What follows belongs to an exercise in optimizing a design on an open flow for small area, a short achievable clock period and few clock cycles per item; a production flow would make more cautious choices.
Where RTL was checked, it was by simulation tests only, not by an equivalence proof against the original.
Function not checked in runs 1 to 3: the RTL went through the layout flow alone.
Power figures rest on the tool's default switching activity, not on a simulated workload.

`flow/run.sh`:
```
#!/bin/bash
# Standard ORFS layout with small port buffers and pins one track apart.
set -euo pipefail
W=$(pwd)
export DONT_BUFFER_PORTS=1
export PRE_GLOBAL_PLACE_TCL=$W/flow/bufports.tcl
export PLACE_PINS_ARGS="-min_distance 1 -min_distance_in_tracks"
bash standard.sh > $W/standard_flow.log 2>&1
```
`flow/bufports.tcl`:
```
# Buffer every port with a small buffer (the standard flow's buffer_ports picks a delay cell).
buffer_ports -inputs -buffer_cell sky130_fd_sc_hd__buf_1
buffer_ports -outputs -buffer_cell sky130_fd_sc_hd__buf_2
```
`standard.sh`:
```
#!/bin/bash
# synth_recipe.tcl (not shown) runs the flow's synth.tcl, then flattens the netlist and writes it again
# the make line also repeats each setting of config.mk as NAME=value (left out here)
make -C /OpenROAD-flow-scripts/flow DESIGN_CONFIG=/design/flow/config.mk WORK_HOME=/design/flow/orfs CLKGATE_MAP_FILE= SYNTH_SCRIPT=/design/flow/synth_recipe.tcl "${@:-finish}"
```
`config.mk`:
```
export PLATFORM = sky130hd
export DESIGN_NAME = matrix_mem_sequencer
export DESIGN_NICKNAME = matrix_mem_sequencer
export VERILOG_FILES = /design/flow/design.v
export SDC_FILE = /design/flow/constraint.sdc
export NUM_CORES = 4
export LEC_CHECK = 0
export CAP_MARGIN = 20
export CORE_AREA = 3 3 277 277
export DIE_AREA = 0 0 280 280
export SLEW_MARGIN = 20
```
`constraint.sdc`:
```
create_clock -name core_clock -period 3.5 [get_ports {clk}]
set_input_delay 0.7000 -clock core_clock [delete_from_list [all_inputs] [get_ports {clk}]]
set_output_delay 0.7000 -clock core_clock [all_outputs]
set_load 0.01 [all_outputs]
```
`design.v`:
```
module matrix_mem_sequencer #(
  parameter int ADDR_W = 8,
  parameter int DATA_W = 256,
  parameter int RD_LAT = 2
) (
  input  logic              clk,
  input  logic              rst,
  input  logic              start,
  input  logic [ADDR_W-1:0] addr_a,
  input  logic [ADDR_W-1:0] addr_b,
  input  logic [ADDR_W-1:0] addr_c,
  output logic              busy,
  output logic              done,
  output logic [ADDR_W-1:0] ram_addr,
  output logic              ram_wren,
  output logic [DATA_W-1:0] ram_wdata,
  input  logic [DATA_W-1:0] ram_rdata,
  output logic [DATA_W-1:0] mat_a,
  output logic [DATA_W-1:0] mat_b,
  input  logic [DATA_W-1:0] mat_c
);
  localparam int DEPTH = 4;
  logic [ADDR_W-1:0] q_a   [DEPTH];
  logic [ADDR_W-1:0] q_b   [DEPTH];
  logic [ADDR_W-1:0] q_c   [DEPTH];
  logic [DEPTH-1:0]  q_v;
  logic [DEPTH-1:0]  q_ra;    
  logic [DEPTH-1:0]  q_rb;    
  logic [DEPTH-1:0]  q_ab;    
  logic [DEPTH-1:0]  q_fb;    
  logic [DEPTH-1:0]  q_h1b;   
  logic [DEPTH-1:0]  q_h2a;   
  logic [DEPTH-1:0]  q_h2b;   
  logic [DEPTH-1:0]  q_t1, q_t2, q_t3;
  logic [ADDR_W-1:0] r_lc1, r_lc2;    
  logic              r_lv1, r_lv2;
  logic              r_eval;          
  logic              r_busy;
  logic              r_done;
  logic              r_wren;
  logic [ADDR_W-1:0] r_addr;
  logic              p0_da, p0_db, p1_da, p1_db, p2_da, p2_db;
  logic              sa_c, sa_r, sa_h, sb_c, sb_r, sb_h;
  logic [DATA_W-1:0] r_a, r_b;
  logic [DEPTH-1:0] q_rem;
  assign q_rem = q_ra | q_rb;
  logic rd0, rd1, rd2, isa1, isa2, rdb1, rdb2, rd_en, rd_isa, rd_ab;
  assign isa1 = q_ra[1] && !q_t3[0];
  assign rdb1 = q_rb[1] && !q_h1b[1];
  assign isa2 = q_ra[2] && !q_t2[0] && !q_t3[1] && !q_h2a[2];
  assign rdb2 = q_rb[2] && !q_t3[0] && !q_h2b[2];
  assign rd0  = !r_eval && q_v[0] && q_rem[0];
  assign rd1  = !r_eval && q_v[1] && !q_rem[0] && (isa1 || rdb1);
  assign rd2  = !r_eval && q_v[2] && !q_rem[0] && !q_rem[1] && (isa2 || rdb2);
  assign rd_en  = rd0 || rd1 || rd2;
  assign rd_isa = (rd0 && q_ra[0]) || (rd1 && isa1) || (rd2 && isa2);
  assign rd_ab  = (rd0 && q_ra[0] && q_ab[0]) || (rd1 && isa1 && q_ab[1]) ||
                  (rd2 && isa2 && q_ab[2]);
  logic [ADDR_W-1:0] rd_addr;
  always_comb begin
    rd_addr = '0;
    if (rd0) rd_addr = rd_addr | (q_ra[0] ? q_a[0] : q_b[0]);
    if (rd1) rd_addr = rd_addr | (isa1 ? q_a[1] : q_b[1]);
    if (rd2) rd_addr = rd_addr | (isa2 ? q_a[2] : q_b[2]);
  end
  logic             acc;
  logic [DEPTH-1:0] s_v, s_ra, s_rb, s_t1, s_t2, s_t3;   
  logic [DEPTH-1:0] slot_new;                           
  logic             n_fa, n_fb, n_ab, n_h2a, n_h2b;
  always_comb begin
    for (int i = 0; i < DEPTH; i++) begin
      if (i + 1 < DEPTH) begin
        s_v[i]  = r_eval ? q_v[i+1]  : q_v[i];
        s_ra[i] = r_eval ? q_ra[i+1] : q_ra[i];
        s_rb[i] = r_eval ? q_rb[i+1] : q_rb[i];
        s_t1[i] = r_eval ? q_t1[i+1] : q_t1[i];
        s_t2[i] = r_eval ? q_t2[i+1] : q_t2[i];
        s_t3[i] = r_eval ? q_t3[i+1] : q_t3[i];
      end else begin
        s_v[i]  = !r_eval && q_v[i];
        s_ra[i] = !r_eval && q_ra[i];
        s_rb[i] = !r_eval && q_rb[i];
        s_t1[i] = !r_eval && q_t1[i];
        s_t2[i] = !r_eval && q_t2[i];
        s_t3[i] = !r_eval && q_t3[i];
      end
    end
    for (int i = 0; i < DEPTH; i++)
      slot_new[i] = !s_v[i] && (i == 0 || s_v[(i == 0) ? 0 : i-1]);
  end
  assign acc   = start && !r_busy;
  assign n_fa  = r_lv1 && (addr_a == r_lc1);
  assign n_fb  = r_lv1 && (addr_b == r_lc1);
  assign n_ab  = (addr_a == addr_b);
  assign n_h2a = r_lv2 && (addr_a == r_lc2);
  assign n_h2b = r_lv2 && (addr_b == r_lc2);
  logic n_near;
  assign n_near = !s_v[1];
  logic e_next;
  assign e_next = r_eval ? (q_v[1] && !q_rem[1] && !q_t2[1])
                         : (q_v[0] && !q_rem[0] && !q_t2[0]);
  logic [DEPTH-1:0] n_v, n_ra, n_rb, n_t1, n_t2, n_t3, iss;
  always_comb begin
    iss = {1'b0, rd2, rd1, rd0};
    for (int i = 0; i < DEPTH; i++) begin
      n_v[i]  = s_v[i] || (acc && slot_new[i]);
      n_ra[i] = (acc && slot_new[i]) ? !n_fa : (s_ra[i] && !(iss[i] && rd_isa));
      n_rb[i] = (acc && slot_new[i]) ? (!(n_fb && !n_near) && !(n_ab && !n_fa))
                                     : (s_rb[i] && !(iss[i] && !rd_isa));
      n_t3[i] = iss[i];
      n_t2[i] = iss[i] || s_t3[i];
      n_t1[i] = iss[i] || s_t2[i];
    end
  end
  always_ff @(posedge clk) begin
    if (!rst) begin
      q_v    <= '0;
      q_ra   <= '0;
      q_rb   <= '0;
      q_t1   <= '0;
      q_t2   <= '0;
      q_t3   <= '0;
      r_lv1  <= 1'b0;
      r_lv2  <= 1'b0;
      r_eval <= 1'b0;
      r_busy <= 1'b0;
      r_done <= 1'b0;
      r_wren <= 1'b0;
      p0_da  <= 1'b0; p0_db <= 1'b0;
      p1_da  <= 1'b0; p1_db <= 1'b0;
      p2_da  <= 1'b0; p2_db <= 1'b0;
      sa_c   <= 1'b0; sa_r  <= 1'b0; sa_h <= 1'b1;
      sb_c   <= 1'b0; sb_r  <= 1'b0; sb_h <= 1'b1;
    end else begin
      q_v    <= n_v;
      q_ra   <= n_ra;
      q_rb   <= n_rb;
      q_t1   <= n_t1;
      q_t2   <= n_t2;
      q_t3   <= n_t3;
      if (acc) begin
        r_lv1 <= 1'b1;
        r_lv2 <= r_lv1;
      end
      r_eval <= e_next;
      r_busy <= n_v[DEPTH-1];
      r_done <= r_eval;
      r_wren <= r_eval;
      p0_da  <= rd_en && rd_isa;
      p0_db  <= rd_en && (!rd_isa || rd_ab);
      p1_da  <= p0_da; p1_db <= p0_db;
      p2_da  <= p1_da; p2_db <= p1_db;
      sa_c   <= e_next;
      sa_r   <= p1_da;
      sa_h   <= !e_next && !p1_da;
      sb_c   <= e_next && (r_eval ? (q_v[2] && q_fb[2]) : (q_v[1] && q_fb[1]));
      sb_r   <= p1_db;
      sb_h   <= !(e_next && (r_eval ? (q_v[2] && q_fb[2]) : (q_v[1] && q_fb[1]))) && !p1_db;
    end
  end
  always_ff @(posedge clk) begin
    if (acc) begin
      r_lc1 <= addr_c;
      r_lc2 <= r_lc1;
    end
    for (int i = 0; i < DEPTH; i++) begin
      if (acc && slot_new[i]) begin
        q_a[i]   <= addr_a;
        q_b[i]   <= addr_b;
        q_c[i]   <= addr_c;
        q_ab[i]  <= n_ab && !n_fa;
        q_fb[i]  <= n_fb && !n_near;
        q_h1b[i] <= n_fb && n_near;
        q_h2a[i] <= n_h2a;
        q_h2b[i] <= n_h2b;
      end else if (r_eval) begin
        if (i + 1 < DEPTH) begin
          q_a[i]   <= q_a[i+1];
          q_b[i]   <= q_b[i+1];
          q_c[i]   <= q_c[i+1];
          q_ab[i]  <= q_ab[i+1];
          q_fb[i]  <= q_fb[i+1];
          q_h1b[i] <= q_h1b[i+1];
          q_h2a[i] <= q_h2a[i+1];
          q_h2b[i] <= q_h2b[i+1];
        end else begin
          q_fb[i]  <= 1'b0;
        end
      end
    end
    if (r_eval)     r_addr <= q_c[0];
    else if (rd_en) r_addr <= rd_addr;
  end
  always_ff @(posedge clk) begin
    r_a <= ({DATA_W{sa_c}} & mat_c) | ({DATA_W{sa_r}} & ram_rdata) | ({DATA_W{sa_h}} & r_a);
    r_b <= ({DATA_W{sb_c}} & mat_c) | ({DATA_W{sb_r}} & ram_rdata) | ({DATA_W{sb_h}} & r_b);
  end
  assign busy      = r_busy;
  assign done      = r_done;
  assign ram_addr  = r_addr;
  assign ram_wren  = r_wren;
  assign ram_wdata = r_a;
  assign mat_a     = r_a;
  assign mat_b     = r_b;
endmodule
```
==> impl_metrics.py, run 1 <==
metrics = {
    "yosys": {
        "synth_cell_type_count": 50,
        "post_synth_main_area_contributors": "sky130_fd_sc_hd__dfxtp_1 (40%), sky130_fd_sc_hd__a222oi_1 (19%), sky130_fd_sc_hd__edfxtp_1 (15%)",
        "post-synth-top-count-cell": "sky130_fd_sc_hd__dfxtp_1",
        "netlist_top_cells_count": "sky130_fd_sc_hd__dfxtp_1 (542), sky130_fd_sc_hd__inv_1 (525), sky130_fd_sc_hd__a222oi_1 (512)",
        "asyncSetResetFlopFracSynth_pct": 0,
        "netlist.area_leader.share_pct": 39.80,
        "synthesis.area_per_instance_um2": 10.42,
        "synthesis.area_um2": 27260,
        "synthFlopType": "sky130_fd_sc_hd__dfxtp_1",
        "portion_of_the_post_synthesis_area_used_by_sequential_elements_pct": 54.55,
        "syn-instance-count": 2616,
        "yosysTopAreaCell": "sky130_fd_sc_hd__dfxtp_1",
        "synth_edf_count": 134,
        "syn_nets": 3155,
        "ys_ff_latch": 676,
        "ys_warn_count": 4,
    },
    "grt": {
        "grt_start_max_net_pins": 145,
        "grt_pass1_wl_um": 156300,
        "vias_in_the_first_global_route": 21801,
        "globalRouteOverflowTotal": 4,
        "grt_util_all_layers_pct": 27.07,
    },
    "run_status": {
        "lastStage": "global routing (5_1_grt)",
        "tool.error": "[ERROR GRT-0116] Global routing finished with congestion. Check the congestion regions in the DRC Viewer.",
        "outcome": "aborted with a tool error",
    },
    "cts": {
        "cts_setup_buffers": 0,
        "clockRootBuffer": "sky130_fd_sc_hd__clkbuf_16",
        "clock_sinks": 676,
        "clk_path_buf_depth": 3,
        "htree_num_levels": 3,
        "clock_buffer_count_from_cts": 72,
        "cts.hold.buffers_added": 0,
        "cts-resized-gates": 0,
    },
    "placed_design": {
        "post-dp-hpwl_um": 81940,
        "detailed_place.area_um2": 26060,
        "place.gp.congestion": 1.012,
        "portBuffers": 1317,
    },
    "die": {
        "floorplan.initialDensity_pct": 36.99,
        "fp-row-count": 99,
        "floorplan.io_pins": 1318,
        "fp.dieH_um": 280,
        "die_w_um": 280,
    },
}
-- power groups by stage --
stage | logic [mW] | registers, mW | clock network [mW]
floorplan | 4.89 | 13.5 | 0
global placement | 2.98 | 16.4 | 0
detailed placement | 3.19 | 16.4 | 0
CTS | 3.21 | 16.3 | 8.09
-- metrics by stage --
stage	total power [mW]	std cells	worst slack (ns)
2_1_floorplan	18.38	2616	0.5214
4_1_cts	27.57	3265	1.245
3_3_place_gp	19.39	3135	1.232
3_5_place_dp	19.62	3135	1.179
-- how the worst min path moves through the flow --
stage               slack (ns)  startpoint        end
floorplan                 0.41       p0_da      p1_da
detailed placement        0.43       p0_da      p1_da
global placement          0.42       p0_da      p1_da
CTS                       0.12   addr_c[5]  q_c[3][5]
-- layer usage --
metal	global-route usage (%)	overflow
met4	22.40	3
met2	39.85	1
met1	26.09	0
met5	3.236	0
met3	17.96	0
-- cell families after synthesis --
| family | share of synthesized area (%) |
|---|---|
| buffers and inverters | 17.59 |
| xor gates and xnor gates | 1.285 |
| AOI/OAI and AO/OA | 20.56 |
| muxes | 1.629 |
| DFF | 54.55 |
| and+or+nand+nor | 4.387 |
==> run 2, diff against run 1 <==
--- a/config.mk
+++ b/config.mk
@@ -7,5 +7,6 @@
 export LEC_CHECK = 0
 export CAP_MARGIN = 20
-export CORE_AREA = 3 3 277 277
-export DIE_AREA = 0 0 280 280
+export CORE_AREA = 3 3 297 297
+export DIE_AREA = 0 0 300 300
+export SETUP_SLACK_MARGIN = 1.6
 export SLEW_MARGIN = 20
==> run 2 against run 1 <==
Against the previous run:
- the run again fails in global routing (5_1_grt)
- synthesized area unchanged
- synthesized cell count unchanged
==> impl_metrics.py, run 2 <==
metrics = {
    "run_status": {
        "outcome": "aborted with a tool error",
        "lastStage": "global routing (5_1_grt)",
        "tool.error": "[ERROR GRT-0116] Global routing finished with congestion. Check the congestion regions in the DRC Viewer.",
    },
    "placed_design": {
        "dp_slack_ns": 1.139,
        "placed_cells": 3328,
        "portBuffers": 1317,
        "post-dp-hpwl_um": 90470,
        "place.gp.congestion": 1.117,
        "detailed_place.area_um2": 26460,
    },
    "yosys": {
        "ys_warn_count": 4,
        "post_synth_main_area_contributors": "sky130_fd_sc_hd__dfxtp_1 (40%), sky130_fd_sc_hd__a222oi_1 (19%), sky130_fd_sc_hd__edfxtp_1 (15%)",
        "netlist.area_leader.share_pct": 39.80,
        "portion_of_the_post_synthesis_area_used_by_sequential_elements_pct": 54.55,
        "netlist_top_cells_count": "sky130_fd_sc_hd__dfxtp_1 (542), sky130_fd_sc_hd__inv_1 (525), sky130_fd_sc_hd__a222oi_1 (512)",
        "synthesis.area_um2": 27260,
        "post-synth-top-count-cell": "sky130_fd_sc_hd__dfxtp_1",
        "synth_cell_type_count": 50,
        "ys_ff_latch": 676,
        "synthFlopType": "sky130_fd_sc_hd__dfxtp_1",
        "syn-instance-count": 2616,
        "yosysTopAreaCell": "sky130_fd_sc_hd__dfxtp_1",
        "asyncSetResetFlopFracSynth_pct": 0,
        "syn_nets": 3155,
        "synthesis.area_per_instance_um2": 10.42,
        "synth_edf_count": 134,
    },
    "cts": {
        "clk_path_buf_depth": 3,
        "clock_sinks": 676,
        "clock_buffer_count_from_cts": 74,
        "htree_num_levels": 3,
        "clockRootBuffer": "sky130_fd_sc_hd__clkbuf_16",
    },
    "grt": {
        "globalRouteOverflowTotal": 4,
        "grt_pass1_wl_um": 165800,
        "grt_util_all_layers_pct": 25.57,
        "vias_in_the_first_global_route": 21581,
        "grt_start_max_net_pins": 175,
    },
    "die": {
        "floorplan.initialDensity_pct": 31.92,
        "fp-row-count": 107,
        "fp.dieH_um": 300,
        "die_w_um": 300,
        "floorplan.io_pins": 1318,
    },
}
## run 2: cell counts after synthesis
No cell type changed its count.
## run 2: worst min path at each step
stage               from         to  slack [ns]
4_1_cts        addr_a[6]  q_a[3][6]         0.1
3_3_place_gp       p0_da      p1_da        0.42
2_1_floorplan      p0_da      p1_da        0.41
3_5_place_dp       p0_da      p1_da        0.43
## run 2: stage by stage
| step | util [%] | hold WS, ns | power [mW] |
|---|---|---|---|
| detailed placement | 30.98 | 0.4293 | 19.86 |
| global placement | 30.98 | 0.4170 | 19.80 |
| floorplan | - | 0.4119 | 18.41 |
| CTS | 34.43 | 0.09963 | 28.23 |
## run 2: layer usage
metal  GRT usage (%)  overflow
met3           16.20         0
met1           24.69         0
met2           38.09         4
met5          0.4329         0
met4           21.76         0
## run 2: power groups by stage
stage | Clock (mW) | Combinational [mW] | Sequential [mW]
CTS | 8.27 | 3.18 | 16.8
detailed placement | 0 | 3.12 | 16.7
global placement | 0 | 3.01 | 16.8
floorplan | 0 | 4.92 | 13.5
## run 2: kinds of logic after synthesis
kind of cell	count (synthesis)	synth area share, %
AO/OA/AOI/OAI	587	20.56
XOR/XNOR	40	1.285
buffers and inverters	998	17.59
flip-flops	676	54.55
multiplexers	40	1.629
AND/OR/NAND/NOR	275	4.387
## run 2: what timing repair did
action | CTS
hold buffers | 0
gates cloned | 3
resized for setup | 185
hold endpoints to repair | 0
pin swaps | 5
buffers inserted | 4
setup endpoints to repair | 486
==> run 3, diff against run 2 <==
--- a/design.v
+++ b/design.v
@@ -57,10 +57,10 @@
   assign rd_ab  = (rd0 && q_ra[0] && q_ab[0]) || (rd1 && isa1 && q_ab[1]) ||
                   (rd2 && isa2 && q_ab[2]);
-  logic [ADDR_W-1:0] rd_addr;
+  logic [ADDR_W-1:0] nx_addr;
   always_comb begin
-    rd_addr = '0;
-    if (rd0) rd_addr = rd_addr | (q_ra[0] ? q_a[0] : q_b[0]);
-    if (rd1) rd_addr = rd_addr | (isa1 ? q_a[1] : q_b[1]);
-    if (rd2) rd_addr = rd_addr | (isa2 ? q_a[2] : q_b[2]);
+    if (r_eval)        nx_addr = q_c[0];
+    else if (q_rem[0]) nx_addr = q_ra[0] ? q_a[0] : q_b[0];
+    else if (q_rem[1]) nx_addr = isa1 ? q_a[1] : q_b[1];
+    else               nx_addr = isa2 ? q_a[2] : q_b[2];
   end
   logic             acc;
@@ -189,6 +189,5 @@
       end
     end
-    if (r_eval)     r_addr <= q_c[0];
-    else if (rd_en) r_addr <= rd_addr;
+    r_addr <= nx_addr;
   end
   always_ff @(posedge clk) begin
==> flow/run.sh (replaced) <==
#!/bin/bash
# Standard ORFS layout with small port buffers: buf_1 on inputs, buf_2 on
# outputs. make's full output goes to standard_flow.log; each ORFS step also
# keeps its own log under orfs/logs.
set -euo pipefail
W=$(pwd)
export PRE_GLOBAL_PLACE_TCL=$W/flow/bufports.tcl
export BUFFER_PORTS_ARGS="-outputs -buffer_cell sky130_fd_sc_hd__buf_2"
if [[ -f $W/flow/pins.args ]]; then export PLACE_PINS_ARGS="$(cat $W/flow/pins.args)"; fi
bash standard.sh > $W/standard_flow.log 2>&1
==> flow/bufports.tcl (replaced) <==
# Input ports get a small buffer here; the standard flow's buffer_ports call (BUFFER_PORTS_ARGS)
# buffers the outputs. dont_touch keeps remove_buffers from taking the input
# buffers out again before placement.
buffer_ports -inputs -buffer_cell sky130_fd_sc_hd__buf_1
foreach inst [get_cells input*] { set_dont_touch $inst }
==> flow/pins.args (new file) <==
-min_distance 1 -min_distance_in_tracks
--- a/config.mk
+++ b/config.mk
@@ -7,6 +7,5 @@
 export LEC_CHECK = 0
 export CAP_MARGIN = 20
-export CORE_AREA = 3 3 297 297
-export DIE_AREA = 0 0 300 300
-export SETUP_SLACK_MARGIN = 1.6
+export CORE_AREA = 3 3 317 317
+export DIE_AREA = 0 0 320 320
 export SLEW_MARGIN = 20
==> run 3 against run 2 <==
Against the previous run:
- the flow again stops in global routing (5_1_grt)
- synthesized cell count fell by 1.5%
- synthesized area fell by 0.71%
==> impl_metrics.py, run 3 <==
metrics = {
    "placed_design": {
        "post-dp-hpwl_um": 101100,
        "place.gp.congestion": 1.021,
        "portBuffers": 1317,
        "placed_cells": 4752,
    },
    "run_status": {
        "tool.error": "[ERROR GRT-0116] Global routing finished with congestion. Check the congestion regions in the DRC Viewer.",
        "lastStage": "global routing (5_1_grt)",
        "outcome": "aborted with a tool error",
    },
    "yosys": {
        "synthFlopType": "sky130_fd_sc_hd__dfxtp_1",
        "asyncSetResetFlopFracSynth_pct": 0,
        "post_synth_main_area_contributors": "sky130_fd_sc_hd__dfxtp_1 (41%), sky130_fd_sc_hd__a222oi_1 (19%), sky130_fd_sc_hd__edfxtp_1 (14%)",
        "synthesis.area_per_instance_um2": 10.51,
        "syn_nets": 3115,
        "ys_warn_count": 4,
        "synth_cell_type_count": 45,
        "synth_edf_count": 126,
        "yosysTopAreaCell": "sky130_fd_sc_hd__dfxtp_1",
        "post-synth-top-count-cell": "sky130_fd_sc_hd__dfxtp_1",
        "syn-instance-count": 2576,
        "netlist.area_leader.share_pct": 40.67,
        "ys_ff_latch": 676,
        "netlist_top_cells_count": "sky130_fd_sc_hd__dfxtp_1 (550), sky130_fd_sc_hd__inv_1 (519), sky130_fd_sc_hd__a222oi_1 (512)",
        "synthesis.area_um2": 27070,
        "portion_of_the_post_synthesis_area_used_by_sequential_elements_pct": 54.65,
    },
    "die": {
        "die_w_um": 320,
        "fp-row-count": 114,
        "floorplan.io_pins": 1318,
        "floorplan.initialDensity_pct": 27.83,
        "fp.dieH_um": 320,
    },
    "cts": {
        "cts-resized-gates": 0,
        "clock_sinks": 676,
        "clock_buffer_count_from_cts": 76,
        "htree_num_levels": 3,
        "cts.hold.buffers_added": 0,
        "clockRootBuffer": "sky130_fd_sc_hd__clkbuf_16",
        "clk_path_buf_depth": 3,
        "cts_setup_buffers": 0,
    },
    "grt": {
        "grt_util_all_layers_pct": 25.28,
        "grt_start_max_net_pins": 93,
        "vias_in_the_first_global_route": 26277,
        "globalRouteOverflowTotal": 3,
        "grt_pass1_wl_um": 189300,
    },
}
run 3: cell families after synthesis:
kind of cell | after synthesis | synth area share (%)
compound gates | 583 | 20.78
xor+xnor | 40 | 1.294
mux | 47 | 1.895
flops | 676 | 54.65
simple gates | 239 | 3.818
buf+inv | 991 | 17.57
run 3: stage by stage:
stage | worst slack [ns] | instance area [µm²]
2_1_floorplan | 0.8027 | 27070
3_3_place_gp | 0.9096 | 32380
3_5_place_dp | 0.8620 | 32380
4_1_cts | 1.249 | 34870
run 3: worst max path at each step:
stage,from,to,slack [ns],depth (start not counted)
floorplan,start,q_a[1][0],0.80,6
global placement,addr_a[7],q_ab[0],0.91,7
detailed placement,start,q_b[2][5],0.86,7
CTS,r_busy,q_a[2][4],1.25,6
run 3: routing by layer:
metal / global-route usage [%] / overflow
met5: 0 / 0
met4: 24.45 / 1
met3: 9.701 / 0
met2: 38.24 / 2
met1: 26.84 / 0
run 3: power groups by stage:
| stage | clock, mW | sequential [mW] | combinational (mW) |
|---|---|---|---|
| after CTS | 8.24 | 13.2 | 11.4 |
| after detailed placement | 0 | 13.3 | 11.3 |
| after global placement | 0 | 13.2 | 11.3 |
| after floorplan | 0 | 13.9 | 5.44 |
==> run 4, diff against run 3 <==
--- a/design.v
+++ b/design.v
@@ -41,5 +41,5 @@
   logic [ADDR_W-1:0] r_addr;
   logic              p0_da, p0_db, p1_da, p1_db, p2_da, p2_db;
-  logic              sa_c, sa_r, sa_h, sb_c, sb_r, sb_h;
+  logic              sa_c, sa_r, sb_c, sb_r;
   logic [DATA_W-1:0] r_a, r_b;
   logic [DEPTH-1:0] q_rem;
@@ -130,6 +130,6 @@
       p1_da  <= 1'b0; p1_db <= 1'b0;
       p2_da  <= 1'b0; p2_db <= 1'b0;
-      sa_c   <= 1'b0; sa_r  <= 1'b0; sa_h <= 1'b1;
-      sb_c   <= 1'b0; sb_r  <= 1'b0; sb_h <= 1'b1;
+      sa_c   <= 1'b0; sa_r  <= 1'b0;
+      sb_c   <= 1'b0; sb_r  <= 1'b0;
     end else begin
       q_v    <= n_v;
@@ -153,8 +153,6 @@
       sa_c   <= e_next;
       sa_r   <= p1_da;
-      sa_h   <= !e_next && !p1_da;
       sb_c   <= e_next && (r_eval ? (q_v[2] && q_fb[2]) : (q_v[1] && q_fb[1]));
       sb_r   <= p1_db;
-      sb_h   <= !(e_next && (r_eval ? (q_v[2] && q_fb[2]) : (q_v[1] && q_fb[1]))) && !p1_db;
     end
   end
@@ -192,6 +190,8 @@
   end
   always_ff @(posedge clk) begin
-    r_a <= ({DATA_W{sa_c}} & mat_c) | ({DATA_W{sa_r}} & ram_rdata) | ({DATA_W{sa_h}} & r_a);
-    r_b <= ({DATA_W{sb_c}} & mat_c) | ({DATA_W{sb_r}} & ram_rdata) | ({DATA_W{sb_h}} & r_b);
+    if (sa_c)      r_a <= mat_c;
+    else if (sa_r) r_a <= ram_rdata;
+    if (sb_c)      r_b <= mat_c;
+    else if (sb_r) r_b <= ram_rdata;
   end
   assign busy      = r_busy;
==> run 4 against run 3 <==
Against the previous run:
- the run now finishes clean
- synthesized area up 13%
- synthesized cell count down 25%
==> impl_metrics.py, run 4 <==
metrics = {
    "run_status": {
        "outcome": "timing/DRC/antenna clean",
    },
    "yosys": {
        "synthesis.area_per_instance_um2": 15.97,
        "synthFlopType": "sky130_fd_sc_hd__edfxtp_1",
        "post-synth-top-count-cell": "sky130_fd_sc_hd__edfxtp_1",
        "asyncSetResetFlopFracSynth_pct": 0,
        "syn-instance-count": 1922,
        "netlist_top_cells_count": "sky130_fd_sc_hd__edfxtp_1 (638), sky130_fd_sc_hd__mux2_2 (565), sky130_fd_sc_hd__buf_4 (267)",
        "ys_ff_latch": 674,
        "syn_nets": 2461,
        "yosysTopAreaCell": "sky130_fd_sc_hd__edfxtp_1",
        "portion_of_the_post_synthesis_area_used_by_sequential_elements_pct": 64.77,
        "synth_cell_type_count": 54,
        "post_synth_main_area_contributors": "sky130_fd_sc_hd__edfxtp_1 (62%), sky130_fd_sc_hd__mux2_2 (21%), sky130_fd_sc_hd__buf_4 (6.5%)",
        "netlist.area_leader.share_pct": 62.42,
        "synth_edf_count": 638,
        "ys_warn_count": 4,
        "synthesis.area_um2": 30690,
    },
    "drt": {
        "drc_errors": 0,
        "route.detailed.vias_per_inst": 5.013,
        "drt-total-wl_um": 122700,
        "vias": 22057,
        "dr.first_iter.drc_count": 2077,
        "route.detailed.wl_per_inst_um": 27.88,
        "drt_pre_antenna_iters": 9,
        "ant_nets": 0,
    },
    "cts": {
        "insertion_delay_ns": 0.67,
        "cts.hold.buffers_added": 0,
        "clk_path_buf_depth": 3,
        "clock_sinks": 674,
        "clkSlewWorstSetupHoldPaths_ns": 0.06,
        "clockRootBuffer": "sky130_fd_sc_hd__clkbuf_16",
        "cts-resized-gates": 0,
        "htree_num_levels": 3,
        "cts_tree": "yes",
        "cts_setup_buffers": 0,
        "clock_buffer_count_from_cts": 79,
    },
    "worst_setup_path": {
        "worst-endpoint-arrival_ns": 2.82,
        "reg2regPathDepth": 2,
        "reg2reg_setup_slack_ns": 1.07,
        "worstSetupEndpointType": "flop",
        "crit-reg2reg-capture": "r_a[184]",
        "worst_r2r_startpoint": "r_eval",
        "cp-start-kind": "flop",
        "kind_of_critical_path": "reg -> reg",
        "critPathSlowestCell": "sky130_fd_sc_hd__dfxtp_4",
        "timing.critical_path.cells": "buf_12 > mux2_2",
        "cpLargestDelayFamily": "flip-flops",
        "cp.required_ns": 3.88,
        "critical_path_cell_count": 2,
        "startpoint": "r_eval",
        "worstSetupEndpoint": "r_a[184]",
        "cp_max_fo": 151,
        "worst-path-buf-inv": 1,
        "slowest_delay_ns": 0.71,
    },
    "die": {
        "area_of_the_die_um2": 102400,
        "core-area_um2": 97280,
        "floorplan.io_pins": 1318,
        "floorplan.initialDensity_pct": 31.55,
        "die_w_um": 320,
        "fp.dieH_um": 320,
        "fp-row-count": 114,
    },
    "grt": {
        "grt_use_met1_pct": 23.16,
        "grt_util_all_layers_pct": 22.61,
        "globalRouteMet3Util_pct": 8.435,
        "grt_pass1_wl_um": 164100,
        "vias_in_the_first_global_route": 21278,
        "grt_use_met2_pct": 34.40,
        "grt_busiest_layer": "met2",
        "grt_antenna_before_repair": 72,
        "globalRouteOverflowTotal": 0,
        "grt_start_max_net_pins": 152,
    },
    "pwr": {
        "power.density_cell_area_nw_per_um2": 524.2,
        "internal_power_consumption_mw": 15.23,
        "power.net_switching_mw": 5.239,
        "p_leak_nw": 14.13,
        "share_seq_of_total_power_pct": 47.4,
        "clockPowerShare_pct": 40.3,
        "ir_drop_mv": 0.4386,
        "comb_power_share_pct": 12.2,
        "share_of_total_power_consumed_by_net_switching_pct": 25.60,
    },
    "timing": {
        "slew_headroom_pct": 9.980,
        "worstMarginPinSlew_ns": 1.350,
        "final-hold-violation-count": 0,
        "setup_total_negative_slack_ns": 0,
        "fin_hold_ws_ns": 0.1759,
        "timing.final.setup_violations": 0,
        "final.min_clock_period_ns": 2.431,
        "finalCritPeriodShare_pct": 69.46,
        "highest_achievable_clock_rate_mhz": 411.3,
        "worst_clock_skew_ns": 0.02451,
        "rsz_0062_raised_after_global_routing": "no",
        "maxSlewViolCount": 0,
    },
    "finish": {
        "nFillCells": 9294,
        "layout.core_utilization_pct": 40.14,
        "drive_gt1_share_pct": 49.49,
        "layout_commonest_cell": "sky130_fd_sc_hd__buf_2",
        "nNetsFinal": 3535,
        "layout_common_cells": "sky130_fd_sc_hd__buf_2 (779), sky130_fd_sc_hd__edfxtp_1 (638), sky130_fd_sc_hd__mux2_2 (565)",
        "largest_registers": "r_a: 256 flops, r_b: 256 flops",
        "area.growth.synth_to_final_pct": 27.22,
    },
    "hold_path": {
        "worst_hold_check_path_type": "in -> reg",
    },
    "flow_run": {
        "drv_cap": 0,
    },
    "placed_design": {
        "portBuffers": 1316,
        "post-dp-hpwl_um": 94370,
        "place.gp.congestion": 0.9973,
    },
}
[run 4: power by group through the flow]
stage | combinational (mW) | clock (mW) | sequential (mW)
2_1_floorplan | 1.41 | 0 | 9.89
3_3_place_gp | 2.47 | 0 | 9.86
3_5_place_dp | 2.50 | 0 | 9.87
4_1_cts | 2.51 | 8.46 | 9.70
5_1_grt | 2.69 | 8.76 | 9.74
6_report | 2.50 | 8.25 | 9.71
[run 4: metal layers]
metal / routed length [µm] / share of wire [%]
met5: 202 / 0.16
met4: 14820 / 12
met3: 11620 / 9.5
met2: 55340 / 45
met1: 40670 / 33
[run 4: worst reg2reg max path: stages (launching register included)]
cell and delay, ns:
sky130_fd_sc_hd__dfxtp_4 0.71, sky130_fd_sc_hd__buf_12 0.46, sky130_fd_sc_hd__mux2_2 1.00
[run 4: metrics by stage]
stage / cells / total power [mW] / worst slack, ns / cell area [µm²]
after global routing: 4388 / 21.19 / 0.9620 / 39020
after CTS: 4333 / 20.67 / 1.129 / 38880
after floorplan: 1922 / 11.31 / 0.1939 / 30700
final: 4400 / 20.47 / 1.069 / 39050
after detailed placement: 4191 / 12.37 / 0.7512 / 36270
after global placement: 4191 / 12.33 / 0.8010 / 36270
[run 4: worst min path at each step]
stage,start,endpoint,slack (ns),cells after the start
2_1_floorplan,p0_da,p1_da,0.41,1
6_report,rst,q_t2[0],0.18,1
4_1_cts,rst,q_t2[0],0.11,1
3_3_place_gp,p0_db,p1_db,0.41,1
5_1_grt,rst,q_t2[0],0.12,1
3_5_place_dp,p0_db,p1_db,0.42,1
[run 4: kinds of logic (layout without fill, tap and decap cells)]
logic type      after synthesis  count (layout)  synth area share (%)
compound gates               71              71                 1.537
other cells                   0              67                     0
mux                         588             588                 21.50
buf+inv                     362            1497                 7.978
simple gates                187             187                 3.078
flops                       674             674                 64.77
xor+xnor                     40              40                 1.141
[run 4: final cells by class]
class	instances	area [µm²]	share of cell area, %
diodes	67	167.7	0.4294
flip-flops and latches	674	19890	50.93
multi-input cells	886	8383	21.47
well taps	1276	1597	4.089
clock inverters	49	554.3	1.420
clock buffers	93	2049	5.249
inverters	3	11.26	0.02884
repair buffers	1352	6397	16.38
Testbench counts of run 4, summed over its fixed seeds: cycles 8,227, items 3,200.
==> run 5, diff against run 4 <==
--- a/config.mk
+++ b/config.mk
@@ -9,3 +9,4 @@
 export CORE_AREA = 3 3 317 317
 export DIE_AREA = 0 0 320 320
+export SETUP_SLACK_MARGIN = 1.0
 export SLEW_MARGIN = 20
==> run 5 against run 4 <==
Against the previous run:
- still clean
- utilization shrank 0.15 points
- die area stayed put
- global-route usage up 0.69 points
- final cell count about the same
- setup slack improved by 0.043 ns
- largest power group unchanged
==> impl_metrics.py, run 5 <==
metrics = {
    "cts": {
        "htree_num_levels": 3,
        "insertion_delay_ns": 0.65,
        "clockRootBuffer": "sky130_fd_sc_hd__clkbuf_16",
        "cts.hold.buffers_added": 0,
        "clock_buffer_count_from_cts": 77,
        "cts_setup_buffers": 0,
        "clkSlewWorstSetupHoldPaths_ns": 0.06,
        "clk_path_buf_depth": 3,
        "cts_tree": "yes",
        "clock_sinks": 674,
    },
    "finish": {
        "drive_gt1_share_pct": 49.36,
        "multiInputGateArea_um2": 8388,
        "nFillCells": 9245,
        "stdcell_count": 4402,
        "area.growth.synth_to_final_pct": 26.76,
        "largest_registers": "r_a: 256 flops, r_b: 256 flops",
        "layout_commonest_cell": "sky130_fd_sc_hd__buf_2",
        "sequential_cell_area_um2": 19890,
        "layout.core_utilization_pct": 39.99,
        "layout_common_cells": "sky130_fd_sc_hd__buf_2 (779), sky130_fd_sc_hd__edfxtp_1 (638), sky130_fd_sc_hd__mux2_2 (565)",
        "nNetsFinal": 3536,
    },
    "yosys": {
        "ys_ff_latch": 674,
        "post_synth_main_area_contributors": "sky130_fd_sc_hd__edfxtp_1 (62%), sky130_fd_sc_hd__mux2_2 (21%), sky130_fd_sc_hd__buf_4 (6.5%)",
        "yosysTopAreaCell": "sky130_fd_sc_hd__edfxtp_1",
        "synth_cell_type_count": 54,
        "ys_warn_count": 4,
        "asyncSetResetFlopFracSynth_pct": 0,
        "synthesis.area_per_instance_um2": 15.97,
        "portion_of_the_post_synthesis_area_used_by_sequential_elements_pct": 64.77,
        "syn-instance-count": 1922,
        "syn_nets": 2461,
        "synthesis.area_um2": 30690,
        "netlist_top_cells_count": "sky130_fd_sc_hd__edfxtp_1 (638), sky130_fd_sc_hd__mux2_2 (565), sky130_fd_sc_hd__buf_4 (267)",
        "netlist.area_leader.share_pct": 62.42,
        "post-synth-top-count-cell": "sky130_fd_sc_hd__edfxtp_1",
        "synth_edf_count": 638,
        "synthFlopType": "sky130_fd_sc_hd__edfxtp_1",
    },
    "drt": {
        "drt-total-wl_um": 126400,
        "met1_length_um": 43610,
        "maxUsedRoutingLayer": "met5",
        "drt_pre_antenna_iters": 5,
        "ant_nets": 0,
        "drc_errors": 0,
        "routed-wl-met2_um": 57450,
        "route.detailed.wl_per_inst_um": 28.71,
        "dr.first_iter.drc_count": 1951,
        "route.detailed.vias_per_inst": 5.007,
        "vias": 22041,
        "met3_wirelength_um": 11480,
    },
    "die": {
        "die_w_um": 320,
        "floorplan.initialDensity_pct": 31.55,
        "area_of_the_die_um2": 102400,
        "core-area_um2": 97280,
        "floorplan.io_pins": 1318,
        "fp.dieH_um": 320,
        "fp-row-count": 114,
    },
    "pwr": {
        "p_total_mw": 20.18,
        "clockPowerShare_pct": 39.4,
        "share_seq_of_total_power_pct": 48.2,
        "power.density_cell_area_nw_per_um2": 518.8,
        "ir_drop_mv": 0.4753,
        "power.net_switching_mw": 5.130,
        "p_leak_nw": 14.04,
        "internal_power_consumption_mw": 15.05,
        "share_of_total_power_consumed_by_net_switching_pct": 25.42,
        "comb_power_share_pct": 12.5,
    },
    "timing": {
        "timing.final.ws_setup_ns": 1.112,
        "maxSlewViolCount": 0,
        "final-hold-violation-count": 0,
        "worstMarginPinSlew_ns": 1.185,
        "highest_achievable_clock_rate_mhz": 418.8,
        "finalCritPeriodShare_pct": 68.23,
        "slew_headroom_pct": 21.02,
        "timing.final.setup_violations": 0,
        "worst_clock_skew_ns": 0.03424,
        "setup_total_negative_slack_ns": 0,
        "final.min_clock_period_ns": 2.388,
        "rsz_0062_raised_after_global_routing": "no",
    },
    "worst_setup_path": {
        "cp-start-kind": "flop",
        "cp.required_ns": 3.88,
        "worst-endpoint-arrival_ns": 2.77,
        "kind_of_critical_path": "reg -> reg",
        "cp_max_fo": 39,
        "worstSetupEndpointType": "flop",
    },
    "placed_design": {
        "placed_cells": 4194,
        "dp_slack_ns": 0.7594,
        "portBuffers": 1316,
        "post-dp-hpwl_um": 98790,
        "place.gp.congestion": 1.037,
    },
    "grt": {
        "globalRouteOverflowTotal": 0,
        "grt_antenna_before_repair": 71,
        "grt_start_max_net_pins": 155,
        "vias_in_the_first_global_route": 21342,
        "grt_util_all_layers_pct": 23.30,
        "grt_pass1_wl_um": 168300,
    },
    "flow_run": {
        "drv_cap": 0,
    },
    "hold_path": {
        "worst_hold_check_path_type": "in -> reg",
    },
    "run_status": {
        "outcome": "timing/DRC/antenna clean",
    },
}
-- run 5: cell counts after synthesis --
Identical to the previous run, type by type.
-- run 5: cells by family after synthesis --
| family | count (synthesis) | share of synthesized area, % |
|---|---|---|
| DFF | 674 | 64.77 |
| muxes | 588 | 21.50 |
| buffers and inverters | 362 | 7.978 |
| and+or+nand+nor | 187 | 3.078 |
| AOI/OAI and AO/OA | 71 | 1.537 |
| xor gates and xnor gates | 40 | 1.141 |
-- run 5: layout make-up --
| class | instances | share of cell area (%) |
|---|---|---|
| inverters | 3 | 0.03538 |
| clock buffers | 95 | 5.127 |
| diodes | 65 | 0.4181 |
| clock inverters | 48 | 1.200 |
| flip-flops and latches | 674 | 51.12 |
| well taps | 1276 | 4.104 |
| repair buffers | 1355 | 16.44 |
| multi-input cells | 886 | 21.56 |
-- run 5: final timing paths --
check,cells past startpoint,startpoint,end,slack (ns)
setup / recovery,3,r_eval,r_a[36],1.11
hold / removal,1,rst,q_t2[0],0.20
setup reg to reg,3,r_eval,r_a[36],1.11
hold reg to reg,1,p1_db,sb_r,0.43
-- run 5: what timing repair did --
item | in CTS | in global routing
setup endpoints to repair | 0 | 9
resized for setup | 0 | 2
endpoints found under the hold margin | 0 | 0
-- run 5: worst max-delay path: stages (launching register included) --
cell	delay (ns)
sky130_fd_sc_hd__dfxtp_4	0.56
sky130_fd_sc_hd__buf_4	0.55
sky130_fd_sc_hd__buf_4	0.56
sky130_fd_sc_hd__mux2_2	0.40
-- run 5: routing by layer --
metal,up-vias,track usage [%]
met5,-,0.4630
met4,16,21.45
met3,673,8.321
met2,1662,36.13
met1,10503,24.82
li1,9187,-
-- run 5: power by group through the flow --
| stage | sequential, mW | clock, mW | combinational, mW |
|---|---|---|---|
| after floorplan | 9.89 | 0 | 1.42 |
| after global placement | 9.87 | 0 | 2.49 |
| after detailed placement | 9.87 | 0 | 2.51 |
| after CTS | 9.71 | 8.12 | 2.52 |
| after global routing | 9.75 | 8.42 | 2.70 |
| final | 9.72 | 7.95 | 2.51 |
-- run 5: per-stage QoR --
| step | hold WS, ns | area [µm²] |
|---|---|---|
| after global routing | 0.1488 | 38870 |
| after CTS | 0.1413 | 38740 |
| final | 0.2004 | 38900 |
| after global placement | 0.4132 | 36280 |
| after detailed placement | 0.4209 | 36280 |
| after floorplan | 0.4119 | 30740 |
==> run 6, diff against run 5 <==
--- a/config.mk
+++ b/config.mk
@@ -9,4 +9,4 @@
 export CORE_AREA = 3 3 317 317
 export DIE_AREA = 0 0 320 320
-export SETUP_SLACK_MARGIN = 1.0
+export SETUP_SLACK_MARGIN = 1.3
 export SLEW_MARGIN = 20
==> run 6 against run 5 <==
Against the previous run:
- largest cell class unchanged
- synthesized area is the same
- setup slack gained 0.23 ns
- register-to-register slack gained 0.29 ns
- utilization shrank 0.10 points
- clock power shrank 3.6%
- worst hold slack lost 0.012 ns
- critical path type is now reg -> out
- largest power group unchanged
- clock skew shrank 0.019 ns
- sequential power is essentially flat
- highest routed layer unchanged
- flip-flop and latch count is the same
- die area is the same
- combinational power is essentially flat
- non-clock buffer count grew 1
==> impl_metrics.py, run 6 <==
metrics = {
    "run_status": {
        "outcome": "timing/DRC/antenna clean",
    },
    "timing": {
        "maxSlewViolCount": 0,
        "setup_total_negative_slack_ns": 0,
        "worstMarginPinSlew_ns": 1.029,
        "timing.final.setup_violations": 0,
        "highest_achievable_clock_rate_mhz": 464.3,
        "worst_clock_skew_ns": 0.01501,
        "finalCritPeriodShare_pct": 61.53,
        "rsz_0062_raised_after_global_routing": "no",
        "final-hold-violation-count": 0,
        "slew_headroom_pct": 31.42,
        "final.min_clock_period_ns": 2.154,
    },
    "cts": {
        "clkSlewWorstSetupHoldPaths_ns": 0.06,
        "clk_path_buf_depth": 3,
        "htree_num_levels": 3,
        "clock_buffer_count_from_cts": 78,
        "clock_sinks": 674,
        "cts_tree": "yes",
        "insertion_delay_ns": 0.63,
        "clockRootBuffer": "sky130_fd_sc_hd__clkbuf_16",
    },
    "worst_setup_path": {
        "cp-start-kind": "flop",
        "worst-endpoint-arrival_ns": 1.45,
        "cpLargestDelayFamily": "flip-flops",
        "worst-path-buf-inv": 1,
        "worstSetupEndpointType": "output port",
        "cp_max_fo": 2,
        "critPathSlowestCell": "sky130_fd_sc_hd__edfxtp_1",
        "slowest_delay_ns": 0.60,
        "timing.critical_path.cells": "buf_2",
        "cp.required_ns": 2.80,
        "kind_of_critical_path": "reg -> out",
    },
    "yosys": {
        "yosysTopAreaCell": "sky130_fd_sc_hd__edfxtp_1",
        "netlist.area_leader.share_pct": 62.42,
        "portion_of_the_post_synthesis_area_used_by_sequential_elements_pct": 64.77,
        "syn_nets": 2461,
        "asyncSetResetFlopFracSynth_pct": 0,
        "syn-instance-count": 1922,
        "synthesis.area_per_instance_um2": 15.97,
        "post-synth-top-count-cell": "sky130_fd_sc_hd__edfxtp_1",
        "synthesis.area_um2": 30690,
        "synth_cell_type_count": 54,
        "netlist_top_cells_count": "sky130_fd_sc_hd__edfxtp_1 (638), sky130_fd_sc_hd__mux2_2 (565), sky130_fd_sc_hd__buf_4 (267)",
        "synth_edf_count": 638,
        "ys_warn_count": 4,
        "post_synth_main_area_contributors": "sky130_fd_sc_hd__edfxtp_1 (62%), sky130_fd_sc_hd__mux2_2 (21%), sky130_fd_sc_hd__buf_4 (6.5%)",
        "ys_ff_latch": 674,
        "synthFlopType": "sky130_fd_sc_hd__edfxtp_1",
    },
    "finish": {
        "area.growth.synth_to_final_pct": 26.42,
        "stdcell_count": 4399,
        "nNetsFinal": 3539,
        "layout_common_cells": "sky130_fd_sc_hd__buf_2 (779), sky130_fd_sc_hd__edfxtp_1 (638), sky130_fd_sc_hd__mux2_2 (565)",
        "drive_gt1_share_pct": 49.53,
        "layout_commonest_cell": "sky130_fd_sc_hd__buf_2",
        "largest_registers": "r_a: 256 flops, r_b: 256 flops",
    },
    "drt": {
        "drt-total-wl_um": 123700,
        "drc_errors": 0,
        "route.detailed.vias_per_inst": 5.034,
        "route.detailed.wl_per_inst_um": 28.13,
        "dr.first_iter.drc_count": 2071,
        "ant_nets": 0,
        "drt_pre_antenna_iters": 8,
        "vias": 22143,
    },
    "die": {
        "area_of_the_die_um2": 102400,
        "die_w_um": 320,
        "floorplan.io_pins": 1318,
        "core-area_um2": 97280,
        "fp-row-count": 114,
        "fp.dieH_um": 320,
        "floorplan.initialDensity_pct": 31.55,
    },
    "hold_path": {
        "worst_hold_check_path_type": "in -> reg",
    },
    "grt": {
        "grt_start_max_net_pins": 125,
        "vias_in_the_first_global_route": 21130,
        "globalRouteOverflowTotal": 0,
        "grt_antenna_before_repair": 68,
        "grt_pass1_wl_um": 165800,
        "grt_util_all_layers_pct": 22.78,
    },
    "flow_run": {
        "drv_cap": 0,
    },
    "placed_design": {
        "placed_cells": 4192,
        "place.gp.congestion": 1.005,
        "post-dp-hpwl_um": 94830,
        "portBuffers": 1316,
    },
    "pwr": {
        "p_leak_nw": 14.04,
        "power.density_cell_area_nw_per_um2": 513.1,
        "ir_drop_mv": 0.4241,
        "p_total_mw": 19.91,
    },
}
[run 6: logic make-up after synthesis]
group,count (synthesis),synth area share [%]
AO/OA/AOI/OAI,71,1.537
XOR/XNOR,40,1.141
buffers and inverters,362,7.978
flip-flops,674,64.77
multiplexers,588,21.50
AND/OR/NAND/NOR,187,3.078
[run 6: final cells by class]
type | instances | area (µm²)
fillers | 9370 | 58480
multi-input cells | 887 | 8404
well taps | 1276 | 1597
flip-flops and latches | 674 | 19890
repair buffers | 1356 | 6405
clock buffers | 105 | 2085
clock inverters | 30 | 244.0
inverters | 3 | 11.26
diodes | 68 | 170.2
[run 6: timing repair]
item / in CTS / in global routing
pin swaps: 1 / 0
setup buffers: 0 / 3
setup endpoints to repair: 122 / 40
resized for setup: 2 / 3
hold buffers: 0 / 0
cloned: 1 / 0
[run 6: metal layers]
| metal | GRT usage, % | routed length, µm | up-vias |
|---|---|---|---|
| met4 | 20.93 | 12380 | 2 |
| met5 | 0 | 13 | - |
| met2 | 34.30 | 55490 | 1624 |
| li1 | - | - | 9168 |
| met1 | 25.04 | 44150 | 10696 |
| met3 | 8.397 | 11700 | 653 |
[run 6: report_power, final]
group	internal, mW	switching (mW)
logic	1.09	1.45
registers	9.43	0.279
clock network	4.28	3.38
total	14.8	5.11
[run 6: through the flow]
| step | util [%] | hold WS, ns | setup slack (ns) | cell area, µm² |
|---|---|---|---|---|
| finish | 39.89 | 0.1884 | 1.346 | 38800 |
| global route | 39.85 | 0.1329 | 1.307 | 38770 |
| CTS | 39.66 | 0.1277 | 1.301 | 38580 |
| detailed placement | 37.25 | 0.4210 | 0.8952 | 36240 |
| global placement | 37.25 | 0.4209 | 0.9480 | 36240 |
| floorplan | - | 0.4119 | 0.4856 | 30750 |
[run 6: path summary, 6_finish.rpt]
path	from	end	slack [ns]	depth (start not counted)
worst max-delay path	r_a[59]	mat_a[59]	1.35	1
worst min-delay path	rst	q_t2[1]	0.19	2
worst max register to register	sb_c	r_b[190]	1.40	2
worst min register to register	p1_da	sa_r	0.43	1
==> run 7, diff against run 6 <==
--- a/config.mk
+++ b/config.mk
@@ -9,4 +9,4 @@
 export CORE_AREA = 3 3 317 317
 export DIE_AREA = 0 0 320 320
-export SETUP_SLACK_MARGIN = 1.3
+export SETUP_SLACK_MARGIN = 1.6
 export SLEW_MARGIN = 20
==> run 7 against run 6 <==
Against the previous run:
- clock skew grew 0.019 ns
- total power is 4.1% higher
- synthesized area unchanged
- largest power group unchanged
- synthesized cell count is the same
- via count about the same
- clock power is 8.6% higher
- design area up 4.6%
- non-clock buffer count is 18 higher
- worst hold slack gained 0.0080 ns
==> impl_metrics.py, run 7 <==
metrics = {
    "run_status": {
        "outcome": "timing/DRC/antenna clean",
    },
    "cts": {
        "htree_num_levels": 3,
        "clockRootBuffer": "sky130_fd_sc_hd__clkbuf_16",
        "cts_tree": "yes",
        "insertion_delay_ns": 0.65,
        "clock_buffer_count_from_cts": 78,
        "cts.hold.buffers_added": 0,
        "clk_path_buf_depth": 3,
        "clkSlewWorstSetupHoldPaths_ns": 0.06,
        "clock_sinks": 674,
    },
    "finish": {
        "sequential_cell_area_um2": 19890,
        "layout.core_utilization_pct": 41.73,
        "area.growth.synth_to_final_pct": 32.25,
        "stdcell_area_um2": 40590,
        "nFillCells": 9166,
        "stdcell_count": 4428,
        "layout_common_cells": "sky130_fd_sc_hd__edfxtp_1 (638), sky130_fd_sc_hd__buf_2 (607), sky130_fd_sc_hd__mux2_2 (563)",
        "drive_gt1_share_pct": 50.42,
        "layout_commonest_cell": "sky130_fd_sc_hd__edfxtp_1",
        "nNetsFinal": 3560,
        "largest_registers": "r_a: 256 flops, r_b: 256 flops",
        "multiInputGateArea_um2": 8504,
    },
    "drt": {
        "route.detailed.vias_per_inst": 5.000,
        "drc_errors": 0,
        "drt-total-wl_um": 126000,
        "ant_nets": 0,
        "dr.first_iter.drc_count": 2077,
        "route.detailed.wl_per_inst_um": 28.45,
        "drt_pre_antenna_iters": 6,
        "vias": 22138,
    },
    "die": {
        "floorplan.io_pins": 1318,
        "core-area_um2": 97280,
        "fp-row-count": 114,
        "area_of_the_die_um2": 102400,
        "floorplan.initialDensity_pct": 31.55,
        "die_w_um": 320,
        "fp.dieH_um": 320,
    },
    "yosys": {
        "netlist.area_leader.share_pct": 62.42,
        "portion_of_the_post_synthesis_area_used_by_sequential_elements_pct": 64.77,
        "synthFlopType": "sky130_fd_sc_hd__edfxtp_1",
        "ys_ff_latch": 674,
        "asyncSetResetFlopFracSynth_pct": 0,
        "netlist_top_cells_count": "sky130_fd_sc_hd__edfxtp_1 (638), sky130_fd_sc_hd__mux2_2 (565), sky130_fd_sc_hd__buf_4 (267)",
        "syn-instance-count": 1922,
        "synthesis.area_um2": 30690,
        "yosysTopAreaCell": "sky130_fd_sc_hd__edfxtp_1",
        "post-synth-top-count-cell": "sky130_fd_sc_hd__edfxtp_1",
        "ys_warn_count": 4,
        "post_synth_main_area_contributors": "sky130_fd_sc_hd__edfxtp_1 (62%), sky130_fd_sc_hd__mux2_2 (21%), sky130_fd_sc_hd__buf_4 (6.5%)",
        "synth_cell_type_count": 54,
        "syn_nets": 2461,
        "synthesis.area_per_instance_um2": 15.97,
        "synth_edf_count": 638,
    },
    "worst_setup_path": {
        "cp_max_fo": 2,
        "slowest_delay_ns": 0.58,
        "kind_of_critical_path": "reg -> out",
        "cp.required_ns": 2.80,
        "worst-path-buf-inv": 1,
        "critPathSlowestCell": "sky130_fd_sc_hd__edfxtp_1",
        "cpLargestDelayFamily": "flip-flops",
        "reg2regPathDepth": 4,
        "worst-endpoint-arrival_ns": 1.43,
        "worst_r2r_startpoint": "r_eval",
        "cp-start-kind": "flop",
        "worstSetupEndpointType": "output port",
        "timing.critical_path.cells": "buf_2",
        "crit-reg2reg-capture": "r_a[10]",
        "reg2reg_setup_slack_ns": 1.54,
    },
    "pwr": {
        "comb_power_share_pct": 12.9,
        "p_total_mw": 20.73,
        "internal_power_consumption_mw": 15.54,
        "share_of_total_power_consumed_by_net_switching_pct": 25.03,
        "power.net_switching_mw": 5.188,
        "share_seq_of_total_power_pct": 47.0,
        "ir_drop_mv": 0.4175,
        "p_leak_nw": 14.72,
        "clockPowerShare_pct": 40.1,
        "power.density_cell_area_nw_per_um2": 510.6,
    },
    "timing": {
        "final-hold-violation-count": 0,
        "finalCritPeriodShare_pct": 60.90,
        "fin_hold_ws_ns": 0.1964,
        "rsz_0062_raised_after_global_routing": "yes",
        "final.min_clock_period_ns": 2.131,
        "setup_total_negative_slack_ns": 0,
        "highest_achievable_clock_rate_mhz": 469.2,
        "worstMarginPinSlew_ns": 0.7351,
        "timing.final.setup_violations": 0,
        "maxSlewViolCount": 0,
        "slew_headroom_pct": 51.00,
        "timing.final.ws_setup_ns": 1.369,
        "worst_clock_skew_ns": 0.03399,
    },
    "flow_run": {
        "drv_cap": 0,
    },
    "placed_design": {
        "dp_slack_ns": 0.8921,
        "place.gp.congestion": 1.030,
        "post-dp-hpwl_um": 95220,
        "placed_cells": 4182,
        "detailed_place.area_um2": 36180,
        "portBuffers": 1316,
    },
    "hold_path": {
        "hold_path_end": "q_ra[0]",
        "worst_hold_check_path_type": "in -> reg",
        "timing.hold.worst.start": "rst",
        "worst_hold_path.num_cells": 1,
    },
    "grt": {
        "vias_in_the_first_global_route": 21388,
        "grt_start_max_net_pins": 112,
        "globalRouteOverflowTotal": 0,
        "grt_util_all_layers_pct": 23.17,
        "grt_antenna_before_repair": 72,
        "grt_pass1_wl_um": 168100,
    },
}
-- run 7: area by class of cell --
cell class              instances  area share [%]
flip-flops and latches        674           49.01
multi-input cells             890           20.95
repair buffers               1374           19.28
clock buffers                 105           5.234
well taps                    1276           3.933
clock inverters                38           1.128
diodes                         68          0.4192
inverters                       3         0.04624
-- run 7: power groups by stage --
stage               registers, mW  clock network (mW)  logic [mW]
floorplan                    9.89                   0        1.44
global placement             9.88                   0        2.42
detailed placement           9.88                   0        2.44
CTS                          9.73                8.50        2.61
global route                 9.76                8.81        2.86
finish                       9.74                8.32        2.67
-- run 7: what timing repair did --
action                                  4_1_cts  5_1_grt
pin swaps                                     3        3
gates cloned                                  6        2
buffers inserted                             12       15
endpoints found under the setup margin     1569      904
gates resized for setup                     266       77
-- run 7: metal layers --
layer  up-vias  track usage (%)  part of all wire, %
met5         -           0.3241                0.034
met4         4            23.31                   12
met3       657            8.125                  8.7
met2      1652            35.39                   45
met1     10589            24.46                   34
li1       9236                -                    -
-- run 7: cells by family (layout without fill, tap and decap cells) --
group	Yosys count	in the layout	synth area share [%]
DFF	674	674	64.77
other	0	68	0
muxes	588	588	21.50
buffers and inverters	362	1520	7.978
and+or+nand+nor	187	191	3.078
AOI/OAI and AO/OA	71	71	1.537
xor gates and xnor gates	40	40	1.141
-- run 7: worst max-delay path by stage --
stage | startpoint | end | depth (start not counted)
after floorplan | r_eval | r_a[0] | 4
after global placement | start | q_a[0][6] | 5
after detailed placement | start | q_a[0][6] | 5
after CTS | r_a[109] | mat_a[109] | 1
after global routing | r_a[111] | ram_wdata[111] | 1
final | r_a[73] | mat_a[73] | 1
==> run 8, diff against run 7 <==
--- a/config.mk
+++ b/config.mk
@@ -9,4 +9,4 @@
 export CORE_AREA = 3 3 317 317
 export DIE_AREA = 0 0 320 320
-export SETUP_SLACK_MARGIN = 1.6
+export SETUP_SLACK_MARGIN = 1.9
 export SLEW_MARGIN = 20
==> run 8 against run 7 <==
Against the previous run:
- via count grew 8.8%
- clock power shrank 3.7%
- die area unchanged
- worst hold slack worse by 0.024 ns
- non-clock buffer count rose by 171
- largest cell class unchanged
- global-route usage increased by 2.1 points
- sequential share of layout area shrank 5.1 points
- still clean
- clock skew increased by 0.0040 ns
- routed wire length is 15% higher
- critical endpoint is now ram_wdata[66]
==> impl_metrics.py, run 8 <==
metrics = {
    "worst_setup_path": {
        "critPathSlowestCell": "sky130_fd_sc_hd__edfxtp_1",
        "timing.critical_path.cells": "buf_2",
        "cp-start-kind": "flop",
        "kind_of_critical_path": "reg -> out",
        "worst-endpoint-arrival_ns": 1.45,
        "cpLargestDelayFamily": "flip-flops",
        "worstSetupEndpointType": "output port",
        "slowest_delay_ns": 0.59,
        "cp_max_fo": 2,
        "cp.required_ns": 2.80,
        "worst-path-buf-inv": 1,
    },
    "grt": {
        "globalRouteOverflowTotal": 0,
        "grt_util_all_layers_pct": 25.26,
        "grt_pass1_wl_um": 181200,
        "vias_in_the_first_global_route": 22481,
        "grt_start_max_net_pins": 52,
        "grt_antenna_before_repair": 64,
    },
    "timing": {
        "worst_clock_skew_ns": 0.03794,
        "worstMarginPinSlew_ns": 0.5401,
        "setup_total_negative_slack_ns": 0,
        "maxSlewViolCount": 0,
        "rsz_0062_raised_after_global_routing": "yes",
        "highest_achievable_clock_rate_mhz": 465.3,
        "finalCritPeriodShare_pct": 61.40,
        "fin_hold_ws_ns": 0.1726,
        "final-hold-violation-count": 0,
        "slew_headroom_pct": 63.99,
        "final.min_clock_period_ns": 2.149,
        "timing.final.setup_violations": 0,
    },
    "yosys": {
        "post-synth-top-count-cell": "sky130_fd_sc_hd__edfxtp_1",
        "synthesis.area_um2": 30690,
        "synthesis.area_per_instance_um2": 15.97,
        "yosysTopAreaCell": "sky130_fd_sc_hd__edfxtp_1",
        "netlist_top_cells_count": "sky130_fd_sc_hd__edfxtp_1 (638), sky130_fd_sc_hd__mux2_2 (565), sky130_fd_sc_hd__buf_4 (267)",
        "synthFlopType": "sky130_fd_sc_hd__edfxtp_1",
        "syn-instance-count": 1922,
        "portion_of_the_post_synthesis_area_used_by_sequential_elements_pct": 64.77,
        "ys_warn_count": 4,
        "netlist.area_leader.share_pct": 62.42,
        "ys_ff_latch": 674,
        "synth_edf_count": 638,
        "syn_nets": 2461,
        "post_synth_main_area_contributors": "sky130_fd_sc_hd__edfxtp_1 (62%), sky130_fd_sc_hd__mux2_2 (21%), sky130_fd_sc_hd__buf_4 (6.5%)",
        "asyncSetResetFlopFracSynth_pct": 0,
        "synth_cell_type_count": 54,
    },
    "run_status": {
        "outcome": "timing/DRC/antenna clean",
    },
    "pwr": {
        "p_total_mw": 21.71,
        "p_leak_nw": 16.97,
        "power.density_cell_area_nw_per_um2": 479.0,
        "ir_drop_mv": 0.4397,
    },
    "finish": {
        "layout_commonest_cell": "sky130_fd_sc_hd__edfxtp_1",
        "largest_registers": "r_a: 256 flops, r_b: 256 flops",
        "layout_common_cells": "sky130_fd_sc_hd__edfxtp_1 (638), sky130_fd_sc_hd__buf_2 (558), sky130_fd_sc_hd__buf_1 (537)",
        "nNetsFinal": 3740,
        "drive_gt1_share_pct": 56.14,
        "area.growth.synth_to_final_pct": 47.64,
    },
    "flow_run": {
        "drv_cap": 0,
    },
    "die": {
        "area_of_the_die_um2": 102400,
        "core-area_um2": 97280,
        "floorplan.io_pins": 1318,
        "fp-row-count": 114,
        "fp.dieH_um": 320,
        "floorplan.initialDensity_pct": 31.55,
        "die_w_um": 320,
    },
    "cts": {
        "clk_path_buf_depth": 3,
        "clockRootBuffer": "sky130_fd_sc_hd__clkbuf_16",
        "clock_buffer_count_from_cts": 78,
        "clock_sinks": 674,
        "htree_num_levels": 3,
        "cts_tree": "yes",
        "insertion_delay_ns": 0.66,
        "cts.hold.buffers_added": 0,
        "clkSlewWorstSetupHoldPaths_ns": 0.07,
    },
    "drt": {
        "dr.first_iter.drc_count": 2402,
        "route.detailed.wl_per_inst_um": 31.41,
        "route.detailed.vias_per_inst": 5.229,
        "drt-total-wl_um": 144700,
        "vias": 24091,
        "drt_pre_antenna_iters": 8,
        "ant_nets": 0,
        "drc_errors": 0,
    },
    "placed_design": {
        "post-dp-hpwl_um": 96810,
        "place.gp.congestion": 1.016,
        "portBuffers": 1316,
    },
    "hold_path": {
        "worst_hold_check_path_type": "in -> reg",
    },
}
## run 8: cell counts after synthesis
Identical to the previous run, type by type.
## run 8: through the flow
stage	instances	setup WS, ns	utilization (%)	area, µm²
floorplan	1922	0.4856	-	30780
global placement	4191	1.052	37.23	36220
detailed placement	4191	0.9934	37.23	36220
CTS	4449	1.373	43.42	42240
global route	4593	1.257	46.55	45280
finish	4607	1.351	46.58	45310
## run 8: power by group
group	switching, mW	internal (mW)
sequential	0.340	9.43
combinational	1.90	2.03
clock	3.49	4.51
## run 8: worst paths after layout
kind | depth (start not counted) | end | start | slack [ns]
min reg2reg | 1 | sa_r | p1_da | 0.44
max reg2reg | 8 | r_a[196] | r_eval | 1.62
max | 1 | ram_wdata[66] | r_a[66] | 1.35
min | 1 | sb_r | rst | 0.17
## run 8: cells by family after synthesis
kind of cell / share of synthesized area, %
AND/OR/NAND/NOR: 3.078
flip-flops: 64.77
XOR/XNOR: 1.141
AO/OA/AOI/OAI: 1.537
multiplexers: 21.50
buffers and inverters: 7.978
## run 8: routing by layer
metal | up-vias | share of wire [%] | global-route usage, %
met5 | - | 0.026 | 0.3704
met4 | 6 | 10 | 21.90
met3 | 727 | 10 | 9.359
met2 | 1919 | 46 | 38.83
met1 | 11805 | 34 | 27.54
li1 | 9634 | - | -
## run 8: repair_timing
action,4_1_cts,5_1_grt
cloned,48,59
resized for setup,507,354
buffers inserted,66,33
pin swaps,27,56
setup endpoints to repair,1969,1524
## run 8: cell type report
type,count,area (µm²)
timing repair buffer,1545,11650
multi-input combinational,899,9529
fill,8577,51960
clock inverter,44,369.1
sequential,674,19910
tap,1276,1597
inverter,3,18.77
antenna,66,165.2
clock buffer,100,2074

## afterwards: timing with drivers on the ports
In the flow no input, the clock included, has a driving cell. The finished layouts below were timed again as built, in two steps.
Step 1: set_driving_cell puts a clkbuf_16 on clk and a buf_2 on each other input, an assumption about the parent block.
Step 2 moves the port delays by t, midway between the first and last clock arrival at a register: inputs arrive t later, outputs are due t later. That takes back most of the time a late clock gives input paths.
a / b / c = no drivers / after step 1 / after step 2; a / b = the first two.
run	t, ns	setup WS [ns]	worst setup path after step 2	worst register clock-pin slew, ns	worst slew at a driven data input, ns
run 4	0.710	1.069 / 1.069 / 0.700	input to register	0.06 / 0.06	0.54
run 5	0.693	1.112 / 1.112 / 0.841	input to register	0.06 / 0.06	0.55
run 6	0.692	1.346 / 1.285 / 0.966	input to register	0.06 / 0.06	0.58
run 7	0.686	1.369 / 1.312 / 1.109	input to register	0.06 / 0.06	0.56
run 8	0.700	1.351 / 1.292 / 1.067	input to register	0.07 / 0.07	0.64
After both steps setup and hold are still met in every run listed. The setup slack of run 6, which loses most, moves by -0.061 ns with the drivers and by -0.380 ns with both steps.
